Context: an optimization exercise on an open-source flow, tuned for small area and a short achievable clock period. The choices shown serve that exercise and are no tape-out recipe. Where RTL was checked, it was by simulation tests only, not by an equivalence proof against the original.

## fp_mul_top
module fp_mul_top
(
  input  logic        clk,
  input  logic        reset,
  input  logic [2:0]  r_mode,  
  input  logic [31:0] fp_x,
  input  logic [31:0] fp_y,
  output logic [31:0] fp_z,
  output logic        ovrf,
  output logic        udrf
);
Settings: LEC_CHECK=0, ABC_AREA=1, CAP_MARGIN=20, CORE_MARGIN=2, CORE_UTILIZATION=40, SETUP_SLACK_MARGIN=3, SLEW_MARGIN=20; clock period 14.5 ns.
run.sh (not shown) runs the stock make flow with config.mk's settings and CLKGATE_MAP_FILE= SYNTH_SCRIPT=/design/flow/synth_recipe.tcl, a recipe that flattens the netlist after the stock synthesis.
The starting point went through all stages and came out clean.
Next try:
- SETUP_SLACK_MARGIN: 3 -> 5
Effect:
- first-iteration DRC count went up by 31%
- wire length went up by 11%
- die area is unchanged
- hold slack got worse by 0.066 ns
- synthesized cell count is unchanged
- final area went up by 16%
- worst setup slack improved by 1.7 ns
Function was not checked in any run of this note: the RTL went through the layout flow alone.

* * *

Setup of alpha:
Another version of the RTL of fp_mul_top (not shown whole).
Size: about 34 flip-flops, roughly 100 I/O pins, about 19000 um^2 of cells after synthesis.
==> flow/config.mk <==
export PLATFORM = sky130hd
export DESIGN_NAME = fp_mul_top
export DESIGN_NICKNAME = fp_mul_top
export VERILOG_FILES = /design/flow/design.v
export SDC_FILE = /design/flow/constraint.sdc
export NUM_CORES = 4
export LEC_CHECK = 0
export ABC_AREA = 1
export CAP_MARGIN = 20
export CORE_MARGIN = 2
export CORE_UTILIZATION = 40
export SETUP_SLACK_MARGIN = 4
export SLEW_MARGIN = 20
==> flow/constraint.sdc <==
create_clock -name core_clock -period 14.5 [get_ports {clk}]
set_input_delay 2.9000 -clock core_clock [delete_from_list [all_inputs] [get_ports {clk}]]
set_output_delay 2.9000 -clock core_clock [all_outputs]
set_load 0.01 [all_outputs]
The inputs of beta differ from those of alpha as listed below.
diff --git a/flow/config.mk b/flow/config.mk
--- a/flow/config.mk
+++ b/flow/config.mk
@@ -10,4 +10,4 @@
 export CORE_MARGIN = 2
 export CORE_UTILIZATION = 40
-export SETUP_SLACK_MARGIN = 4
+export SETUP_SLACK_MARGIN = 3
 export SLEW_MARGIN = 20
Notes after the runs:
Critical path depth: beta lower than alpha. Of beta and alpha, beta shows the lower total area of multi-input combinational cells, with alpha above it. Number of global-route vias before repair (lower): beta. As far as flip-flop and latch count goes, beta and alpha are indistinguishable; the numbers are identical. In beta relative to alpha, routed metal-1 wirelength had gone down by a few percent.
#### Input delta (gamma over beta)
diff --git a/flow/config.mk b/flow/config.mk
--- a/flow/config.mk
+++ b/flow/config.mk
@@ -6,8 +6,6 @@
 export NUM_CORES = 4
 export LEC_CHECK = 0
-export ABC_AREA = 1
 export CAP_MARGIN = 20
 export CORE_MARGIN = 2
 export CORE_UTILIZATION = 40
-export SETUP_SLACK_MARGIN = 3
 export SLEW_MARGIN = 20
Results
- In gamma relative to beta, fill cell total of the finished layout had gone up by more than 10%.
- Core util | gamma vs beta | gamma lower
- Number of gates resized after CTS: gamma < beta
- Highest net fanout along the worst path up 26 in gamma wrt beta
- Taking beta as the reference, in gamma sequential share of layout area lost 0.36 points, number of tap instances saw an increase, critical path arrival rose by 2480 ps.
- Min fraction of synthesized cell area in xor and xnor cells across beta and gamma: gamma
- gamma went all the way through synthesis, placement and routing and the layout is clean on timing, DRC and antenna.
- Compared with beta, gamma shows a higher number of global-route vias before repair.

* * *

Another version of the RTL of fp_mul_top (not shown whole).
For scale: about 2500 cells after synthesis, roughly 34 flip-flops, roughly 100 I/O pins, ~0.018 mm2 of cells after synthesis.
export LEC_CHECK = 0
export ABC_AREA = 1
export CAP_MARGIN = 20
export CORE_MARGIN = 2
export CORE_UTILIZATION = 40
export SETUP_SLACK_MARGIN = 5
export SLEW_MARGIN = 20
create_clock -name core_clock -period 14.5 [get_ports {clk}]
standard.sh (not shown) runs the stock make flow with config.mk's settings and CLKGATE_MAP_FILE= SYNTH_SCRIPT=/design/flow/synth_recipe.tcl, a recipe that flattens the netlist after the stock synthesis.
==> flow/flow/run.sh <==
#!/bin/bash
# Layout flow: the standard flow (standard.sh) with two changes:
#  - synthesis maps the design's fa_cell/ha_cell modules straight to the
#    library's full/half adder cells before flattening (ORFS's synth.tcl with
#    one techmap added after its hierarchy check), and skips Yosys's
#    extract_fa, so the rest of the adders are left to abc;
#  - the port buffers are buf_2 cells instead of the default delay buffers.
set -euo pipefail
here=$(pwd)

sed -e 's#^hierarchy -check -top \$::env(DESIGN_NAME)$#&\ntechmap -map '"$here"'/flow/adder_cells.v#' \
    -e 's#^  extract_fa {\*}\[dont_use_extract_fa_args\]$#  \# extract_fa skipped#' \
  "$FLOW_HOME/scripts/synth.tcl" > "$here/synth_adders.tcl"
grep -q adder_cells.v "$here/synth_adders.tcl"
grep -q "extract_fa skipped" "$here/synth_adders.tcl"
sed 's#source \$::env(SCRIPTS_DIR)/synth.tcl#source '"$here"'/synth_adders.tcl#' \
  "$here/synth_recipe.tcl" > "$here/synth_recipe_adders.tcl"
grep -q synth_adders.tcl "$here/synth_recipe_adders.tcl"
sed 's#SYNTH_SCRIPT=[^ ]*#SYNTH_SCRIPT='"$here"'/synth_recipe_adders.tcl#' \
  "$here/standard.sh" > "$here/standard_adders.sh"
grep -q synth_recipe_adders.tcl "$here/standard_adders.sh"

export BUFFER_PORTS_ARGS="-buffer_cell sky130_fd_sc_hd__buf_2"
bash "$here/standard_adders.sh" > "$here/flow.log" 2>&1
==> flow/flow/adder_cells.v <==
// maps the design's fa_cell and ha_cell modules to the library adder cells
module fa_cell (input a, input b, input ci, output s, output co);
  sky130_fd_sc_hd__fa_1 _TECHMAP_REPLACE_ (.A(a), .B(b), .CIN(ci), .SUM(s), .COUT(co));
endmodule

module ha_cell (input a, input b, output s, output co);
  sky130_fd_sc_hd__ha_1 _TECHMAP_REPLACE_ (.A(a), .B(b), .SUM(s), .COUT(co));
endmodule
Rerun with:
--- a/flow/flow/run.sh
+++ b/flow/flow/run.sh
@@ -17,8 +17,15 @@
   "$here/synth_recipe.tcl" > "$here/synth_recipe_adders.tcl"
 grep -q synth_adders.tcl "$here/synth_recipe_adders.tcl"
-sed 's#SYNTH_SCRIPT=[^ ]*#SYNTH_SCRIPT='"$here"'/synth_recipe_adders.tcl#' \
+# extra make variables, from flow/extra_vars.txt if present (one NAME=value per line)
+extra=""
+if [[ -f "$here/flow/extra_vars.txt" ]]; then
+  extra=$(grep -E '^[A-Z_]+=[^ ]+$' "$here/flow/extra_vars.txt" | tr '\n' ' ')
+fi
+sed -e 's#SYNTH_SCRIPT=[^ ]*#SYNTH_SCRIPT='"$here"'/synth_recipe_adders.tcl#' \
+    -e 's#"\${@:-finish}"#'"$extra"'"${@:-finish}"#' \
   "$here/standard.sh" > "$here/standard_adders.sh"
 grep -q synth_recipe_adders.tcl "$here/standard_adders.sh"
 
-export BUFFER_PORTS_ARGS="-buffer_cell sky130_fd_sc_hd__buf_2"
+port_buffer=sky130_fd_sc_hd__buf_1
+export BUFFER_PORTS_ARGS="-buffer_cell $port_buffer"
 bash "$here/standard_adders.sh" > "$here/flow.log" 2>&1
==> flow/flow/extra_vars.txt (new file) <==
SETUP_SLACK_MARGIN=5.5
- CORE_UTILIZATION: 40 -> 60
Outcome: The new run produced a clean layout. Die area went down by 33%. First-iteration DRC count went up by 59%. Setup slack is better by 0.18 ns. Utilization went up by 28 points. Final cell count went down by 2.5%. Synthesized area stays the same. Cell area went up by 10%.
No run of this note included a check of the RTL's function; only the layout flow was run.

* * *

Another version of the RTL of fp_mul_top (not shown whole).
Size in the first run: ~2400 cells after synthesis, roughly 100 I/O pins.
export LEC_CHECK = 0
export ABC_AREA = 1
export CAP_MARGIN = 20
export CORE_MARGIN = 2
export CORE_UTILIZATION = 60
export SETUP_SLACK_MARGIN = 5
export SLEW_MARGIN = 20
create_clock -name core_clock -period 14.5 [get_ports {clk}]
==> flow/flow/run.sh <==
#!/bin/bash
# Layout flow: the standard flow (standard.sh) with these changes:
#  - synthesis maps the design's fa_cell/ha_cell modules straight to the
#    library's full/half adder cells before flattening (ORFS's synth.tcl with
#    one techmap added after its hierarchy check), and skips Yosys's
#    extract_fa, so the rest of the adders are left to abc;
#  - abc maps with flow/abc.script, when the version has one;
#  - the port buffers are buf_2 cells instead of the default delay buffers;
#  - make variables from flow/extra_vars.txt, when the version has one.
set -euo pipefail
here=$(pwd)

sed -e 's#^hierarchy -check -top \$::env(DESIGN_NAME)$#&\ntechmap -map '"$here"'/flow/adder_cells.v#' \
    -e 's#^  extract_fa {\*}\[dont_use_extract_fa_args\]$#  \# extract_fa skipped#' \
  "$FLOW_HOME/scripts/synth.tcl" > "$here/synth_adders.tcl"
grep -q adder_cells.v "$here/synth_adders.tcl"
grep -q "extract_fa skipped" "$here/synth_adders.tcl"
if [[ -f "$here/flow/abc.script" ]]; then
  sed -i 's#^  log_cmd abc {\*}\$abc_args$#  log_cmd abc {*}[lreplace $abc_args 1 1 '"$here"'/flow/abc.script]#' "$here/synth_adders.tcl"
  grep -q "flow/abc.script" "$here/synth_adders.tcl"
fi
sed 's#source \$::env(SCRIPTS_DIR)/synth.tcl#source '"$here"'/synth_adders.tcl#' \
  "$here/synth_recipe.tcl" > "$here/synth_recipe_adders.tcl"
grep -q synth_adders.tcl "$here/synth_recipe_adders.tcl"
# extra make variables, from flow/extra_vars.txt if present (one NAME=value per line)
extra=""
if [[ -f "$here/flow/extra_vars.txt" ]]; then
  extra=$(grep -E '^[A-Z_]+=[^ ]+$' "$here/flow/extra_vars.txt" | tr '\n' ' ')
fi
sed -e 's#SYNTH_SCRIPT=[^ ]*#SYNTH_SCRIPT='"$here"'/synth_recipe_adders.tcl#' \
    -e 's#"\${@:-finish}"#'"$extra"'"${@:-finish}"#' \
  "$here/standard.sh" > "$here/standard_adders.sh"
grep -q synth_recipe_adders.tcl "$here/standard_adders.sh"

port_buffer=sky130_fd_sc_hd__buf_2
export BUFFER_PORTS_ARGS="-buffer_cell $port_buffer"
bash "$here/standard_adders.sh" > "$here/flow.log" 2>&1
Scripts as last shown in full above: flow/flow/adder_cells.v
Next try:
--- a/flow/flow/run.sh
+++ b/flow/flow/run.sh
@@ -1,3 +1,3 @@
 #!/bin/bash
-# Layout flow: the standard flow (standard.sh) with these changes:
+# Layout flow: the standard flow (standard.sh) with two changes:
 #  - synthesis maps the design's fa_cell/ha_cell modules straight to the
@@ -6,5 +6,3 @@
 #    extract_fa, so the rest of the adders are left to abc;
-#  - abc maps with flow/abc.script, when the version has one;
-#  - the port buffers are buf_2 cells instead of the default delay buffers;
-#  - make variables from flow/extra_vars.txt, when the version has one.
+#  - the port buffers are buf_2 cells instead of the default delay buffers.
 set -euo pipefail
@@ -17,6 +15,2 @@
 grep -q "extract_fa skipped" "$here/synth_adders.tcl"
-if [[ -f "$here/flow/abc.script" ]]; then
-  sed -i 's#^  log_cmd abc {\*}\$abc_args$#  log_cmd abc {*}[lreplace $abc_args 1 1 '"$here"'/flow/abc.script]#' "$here/synth_adders.tcl"
-  grep -q "flow/abc.script" "$here/synth_adders.tcl"
-fi
 sed 's#source \$::env(SCRIPTS_DIR)/synth.tcl#source '"$here"'/synth_adders.tcl#' \
CORE_UTILIZATION = 40   (was 60)
Outcome: Setup slack is better by 0.17 ns; wire length went down by 0.53%; design area came out higher by 1.9%; first-iteration DRC count is lower by 23%; fmax increases by 1.8%; global-route usage falls by 13 points; critical path depth came out higher by 5; utilization drops by 21 points; synthesized area stays the same.
Next try:
--- a/flow/flow/run.sh
+++ b/flow/flow/run.sh
@@ -1,3 +1,3 @@
 #!/bin/bash
-# Layout flow: the standard flow (standard.sh) with two changes:
+# Layout flow: the standard flow (standard.sh) with these changes:
 #  - synthesis maps the design's fa_cell/ha_cell modules straight to the
@@ -6,3 +6,5 @@
 #    extract_fa, so the rest of the adders are left to abc;
-#  - the port buffers are buf_2 cells instead of the default delay buffers.
+#  - abc maps with flow/abc.script, when the version has one;
+#  - the port buffers are buf_2 cells instead of the default delay buffers;
+#  - make variables from flow/extra_vars.txt, when the version has one.
 set -euo pipefail
@@ -15,2 +17,6 @@
 grep -q "extract_fa skipped" "$here/synth_adders.tcl"
+if [[ -f "$here/flow/abc.script" ]]; then
+  sed -i 's#^  log_cmd abc {\*}\$abc_args$#  log_cmd abc {*}[lreplace $abc_args 1 1 '"$here"'/flow/abc.script]#' "$here/synth_adders.tcl"
+  grep -q "flow/abc.script" "$here/synth_adders.tcl"
+fi
 sed 's#source \$::env(SCRIPTS_DIR)/synth.tcl#source '"$here"'/synth_adders.tcl#' \
==> flow/flow/abc.script (new file) <==
strash
dch
map -D 5500 -B 0.9
topo
stime -c
buffer -c
upsize -c
dnsize -c
Outcome:
- The changed run ran to the end with no violations
- area after synthesis falls by 5.1%
- via count shrinks by 0.78%
- design area went up by 5.2%
- maximum frequency drops by 1.5%
- utilization goes up by 4.8 points
- routed wire length grows by 6.3%
- global-route usage grows by 0.72 points
- setup slack gets worse by 0.14 ns
- clock-buffer cell count rose by 1
No functional check of the RTL was part of any run of this note.

==> afterwards: timing with drivers on the ports <==
In the flow no input, the clock included, has a driving cell. The finished layouts below were timed again as built, in two steps. Step 1: set_driving_cell puts a clkbuf_16 on clk and a buf_2 on each other input, an assumption about the parent block. Step 2 moves the port delays by t, midway between the first and last clock arrival at a register: inputs arrive t later, outputs are due t later. That takes back most of the time a late clock gives input paths. Three values: no drivers, after step 1, after step 2; two values: the first two.
run	t (ns)	slack for setup (ns)	worst slew at a driven data input, ns	cell pins on the clock port's net
the first run of note 1	0.327	3.529 / 3.547 / 3.220	0.05	1
the second run of note 1	0.325	5.212 / 5.221 / 4.896	0.05	1
alpha	0.305	4.251 / 4.247 / 3.942	0.05	1
beta	0.307	3.529 / 3.533 / 3.226	0.05	1
gamma	0.304	1.065 / 1.067 / 0.763	0.07	1
the first run of note 3	0.310	5.326 / 5.316 / 5.006	0.06	1
the second run of note 3	0.337	5.511 / 5.531 / 5.194	0.08	1
the first run of note 4	0.311	5.237 / 5.250 / 4.938	0.05	1
the second run of note 4	0.306	5.404 / 5.410 / 5.104	0.08	1
the third run of note 4	0.311	5.262 / 5.270 / 4.959	0.16	1
After both steps setup and hold are still met in every run listed. For the first run of note 3, which loses most, drivers alone change the setup slack by -0.010 ns; drivers and shift together by -0.320 ns.
